This is an optimization exercise on Yosys and OpenROAD, whose aim is small area, a short achievable clock period and few clock cycles per item, not a production implementation.
Only simulation tests tie the RTL to the original design; equivalence was not proved.
Power and IR drop assume default switching activity.

## exp/indigo
Design lru_cache_table, start of the top module:
module lru_cache_table #(
  parameter int DEPTH = lct_pkg::DEPTH_DEFAULT
) (
  input  logic                        clk,
  input  logic                        rst,
  input  logic                        in_valid,
  output logic                        in_ready,
  input  logic [lct_pkg::CMD_W-1:0]   command,
  input  logic [lct_pkg::KEY_W-1:0]   key,
  input  logic [lct_pkg::VALUE_W-1:0] value,
  output logic                        out_valid,
  input  logic                        out_ready,
  output logic                        hit,
  output logic [lct_pkg::VALUE_W-1:0] read_data
);
Settings: LEC_CHECK=0, CAP_MARGIN=20, CORE_MARGIN=2, CORE_UTILIZATION=60, CTS_CLUSTER_DIAMETER=110, CTS_CLUSTER_SIZE=24, SETUP_SLACK_MARGIN=2.4, SLEW_MARGIN=20; clock period 5.0 ns.
run.sh (not shown) runs the stock make flow with config.mk's settings and CLKGATE_MAP_FILE= SYNTH_SCRIPT=/design/flow/synth_recipe.tcl, a recipe that flattens the netlist after the stock synthesis.
Per the final summary, exp/indigo finished and its layout is clean on timing, DRC and antenna.
Testbench counts of exp/indigo, summed over its fixed seeds: cycles 16,024, requests 16,000.
Setup changes, exp/indigo to exp/yarrow
Settings: TNS_END_PERCENT newly set to 40.
==> results.txt <==
exp/indigo went all the way through the flow, and no timing, DRC or antenna check failed. Both conditions hold for exp/yarrow: the flow ran to the end and the final layout passed the timing, DRC and antenna checks. For final-layout clock-cell area share, exp/indigo and exp/yarrow come out practically identical. Fmax went down by a few percent going from exp/indigo to exp/yarrow. Count of placed standard cells including taps across exp/indigo and exp/yarrow: no real change. Between exp/yarrow and exp/indigo, the power drawn by the sequential cells figures differ only marginally. Summary of the comparison: final cell count is lower in exp/yarrow, relative to exp/indigo. Against exp/indigo, exp/yarrow reports a final critical path time including I/O delays and setup that is higher. Of exp/yarrow and exp/indigo, it is exp/yarrow that has the lower number of detailed-routing iterations run before antenna repair. Share of the cycle needed by the critical path after routing: exp/yarrow vs exp/indigo up 2.3 points.
Inputs modified between exp/yarrow and exp/quartz:
Settings: CTS_CLUSTER_DIAMETER: 110 -> unset; CTS_CLUSTER_SIZE: 24 -> unset; SETUP_SLACK_MARGIN: 2.4 -> 2.2; TNS_END_PERCENT: 40 -> unset.
- exp/quartz: all stages complete, timing, DRC and antenna checks passed
- Setup slack: exp/quartz and exp/yarrow compared, higher one is exp/quartz
- The portion of total power attributed to combinational logic of exp/quartz is lower than that of exp/yarrow.
- Taking exp/yarrow as the reference, in exp/quartz final cell count went up, logic depth of the worst setup path including buffers went down, multi-input combinational area share went down, number of non-clock buffers went down, met1 layer usage reported by global route went up.
Setup changes, exp/quartz to exp/onyx
Settings: setting CTS_CLUSTER_DIAMETER to 110 for the first time; setting CTS_CLUSTER_SIZE to 24 for the first time; setting PLACE_DENSITY to 0.72 for the first time.
### Flow results
For exp/quartz and exp/onyx, there was not a single run that failed to finish clean.
On clock transition time at the flip-flop clock pins of the worst setup and hold paths: between exp/quartz and exp/onyx, it ends up lower for exp/quartz.
Diff exp/quartz -> exp/onyx: relative area change from synthesis to final layout saw a decrease; global-route usage saw a decrease; power saw a decrease; multi-input gate share of the layout cell area saw an increase; placer's final routability congestion estimate saw a decrease.
Count of buffers not belonging to the clock network in the layout: exp/onyx higher than exp/quartz
Going from exp/quartz to exp/onyx, the worst setup slack was found to have gone down by 11 ps.

========
== zinc ==
lru_cache_table again, from the RTL that the note above started with.
clock: 5.0 ns
lec_check: 0
cap_margin: 20
core_margin: 2
core_utilization: 60
cts_cluster_diameter: 110
cts_cluster_size: 24
setup_slack_margin: 2.0
slew_margin: 20
Testbench counts of zinc, summed over its fixed seeds: cycles 16,024, requests 16,000.
The following lists how raven was set up differently from zinc:
diff --git a/flow/config.mk b/flow/config.mk
--- a/flow/config.mk
+++ b/flow/config.mk
@@ -9,6 +9,4 @@
 export CORE_MARGIN = 2
 export CORE_UTILIZATION = 60
-export CTS_CLUSTER_DIAMETER = 110
-export CTS_CLUSTER_SIZE = 24
-export SETUP_SLACK_MARGIN = 2.0
+export SETUP_SLACK_MARGIN = 2.5
 export SLEW_MARGIN = 20
[summary]
On share of total power consumed by net switching: raven sits below zinc. Cmp raven vs zinc: half-perimeter wire length after detailed placement lower in raven. Going from zinc to raven, the number of global-route vias before repair was found to have gone up by 2,500. raven: post-route fraction of the period consumed by the critical path is 3.6 points lower than what zinc reported. Changes observed in raven relative to zinc: cell count after placement roughly the same, layout clock buffer count higher. Placer congestion estimate of raven is on par with zinc. Routed wire length (zinc / raven): 0.819. Sort zinc and raven by total power divided by cell area asc -> top: zinc.
What violet does differently from raven at the input level:
diff --git a/flow/config.mk b/flow/config.mk
--- a/flow/config.mk
+++ b/flow/config.mk
@@ -8,5 +8,7 @@
 export CAP_MARGIN = 20
 export CORE_MARGIN = 2
-export CORE_UTILIZATION = 60
-export SETUP_SLACK_MARGIN = 2.5
+export CORE_UTILIZATION = 65
+export CTS_CLUSTER_DIAMETER = 110
+export CTS_CLUSTER_SIZE = 24
+export SETUP_SLACK_MARGIN = 2.2
 export SLEW_MARGIN = 20
[summary]
The post-CTS resize count in violet was lower than what raven gave.
Of raven and violet, raven shows the lower register fraction of the total cell area, with violet above it.
violet improves on raven in max-slew headroom at the worst pin.
raven → violet: non-clock buffer total of the final layout went down by 226, total internal power went down by 3.4 mW, routed wire length went down by about 17%, via count went down by about 10%.
Inputs modified between violet and delta:
diff --git a/flow/config.mk b/flow/config.mk
--- a/flow/config.mk
+++ b/flow/config.mk
@@ -8,7 +8,7 @@
 export CAP_MARGIN = 20
 export CORE_MARGIN = 2
-export CORE_UTILIZATION = 65
-export CTS_CLUSTER_DIAMETER = 110
-export CTS_CLUSTER_SIZE = 24
+export CORE_UTILIZATION = 60
+export CTS_CLUSTER_DIAMETER = 125
+export CTS_CLUSTER_SIZE = 27
 export SETUP_SLACK_MARGIN = 2.2
 export SLEW_MARGIN = 20
## What came out
- delta: full flow OK, the timing, DRC and antenna checks passed
- [compare] base=violet new=delta: clock transition time at the flip-flop clock pins of the worst setup and hold paths stayed essentially flat, cell count of the worst reg-to-reg path down 4, global placer's final weighted congestion shows a reduction of about 4.4%, via count did not really move, actual transition at the worst max-transition pin now larger.
- Compare violet and delta | die extent in x lower: violet
- When delta is measured against violet, its largest net degree at the start of global routing turns out 24% higher.
- Comparing violet and delta, the lower overall fraction of global-route tracks in use was measured on delta.
- Lower post-synthesis to final-layout area growth among violet and delta: violet
diff inputs: delta => lagoon
diff --git a/flow/config.mk b/flow/config.mk
--- a/flow/config.mk
+++ b/flow/config.mk
@@ -9,6 +9,6 @@
 export CORE_MARGIN = 2
 export CORE_UTILIZATION = 60
-export CTS_CLUSTER_DIAMETER = 125
-export CTS_CLUSTER_SIZE = 27
-export SETUP_SLACK_MARGIN = 2.2
+export CTS_CLUSTER_DIAMETER = 110
+export CTS_CLUSTER_SIZE = 24
+export SETUP_SLACK_MARGIN = 2.3
 export SLEW_MARGIN = 20
Findings:
lagoon ran to completion and came out clean on the timing, DRC and antenna checks.
Across both runs, final cell area excluding filler cells was higher for lagoon than for delta.
The run showing the greater combinational logic power is lagoon.
As far as share of the synthesized netlist area taken by xor and xnor gates goes, delta and lagoon are indistinguishable; the numbers are identical.
The run showing the smaller total power is delta.
Diff delta -> lagoon: wire length of the first global-routing pass shows an increase of 3.5%, synthesis-to-layout area growth +2.6 points.
Top fanout value on the critical path | lagoon below delta
lagoon ends up with a share of total power in the clock network that is 0.8 points higher than in delta.

==> what the ideal ports hide <==
No port has a modelled driver above. Below, the same layouts with a new extraction and two added sets of constraints.
Step 1, drivers: a clkbuf_16 drives clk and a buf_2 each remaining input, both assumed.
Step 2 adds t to the input delays and takes it off the output delays; t is the mean of the earliest and latest rising clock arrival at the registers after step 1. Input paths then give back, and output paths get back, about the clock's delay inside the block.
Three values: ideal, step 1, step 2; two values: the first two.
run | shift t [ns] | slack for setup (ns) | latest minus earliest clock arrival (ns) | worst slew at a driven data input, ns | pins driven straight from the clock port
exp/indigo | 0.695 | 2.246 / 2.246 / 1.792 | 0.038 / 0.038 | 0.11 | 1
exp/yarrow | 0.700 | 2.131 / 2.131 / 1.708 | 0.035 / 0.035 | 0.11 | 1
exp/quartz | 0.710 | 2.145 / 2.145 / 1.572 | 0.015 / 0.015 | 0.13 | 1
exp/onyx | 0.705 | 2.134 / 2.134 / 1.637 | 0.028 / 0.028 | 0.10 | 1
zinc | 0.693 | 2.049 / 2.029 / 1.487 | 0.041 / 0.041 | 0.13 | 1
raven | 0.718 | 2.231 / 2.231 / 1.870 | 0.035 / 0.035 | 0.06 | 1
violet | 0.685 | 2.143 / 2.143 / 1.618 | 0.025 / 0.026 | 0.07 | 1
delta | 0.686 | 2.196 / 2.196 / 1.626 | 0.026 / 0.026 | 0.13 | 1
lagoon | 0.685 | 2.189 / 2.189 / 1.593 | 0.040 / 0.040 | 0.10 | 1
After both steps every run listed still meets setup and hold. The setup slack of lagoon, which loses most, moves by 0.000 ns with the drivers and by -0.596 ns with both steps.
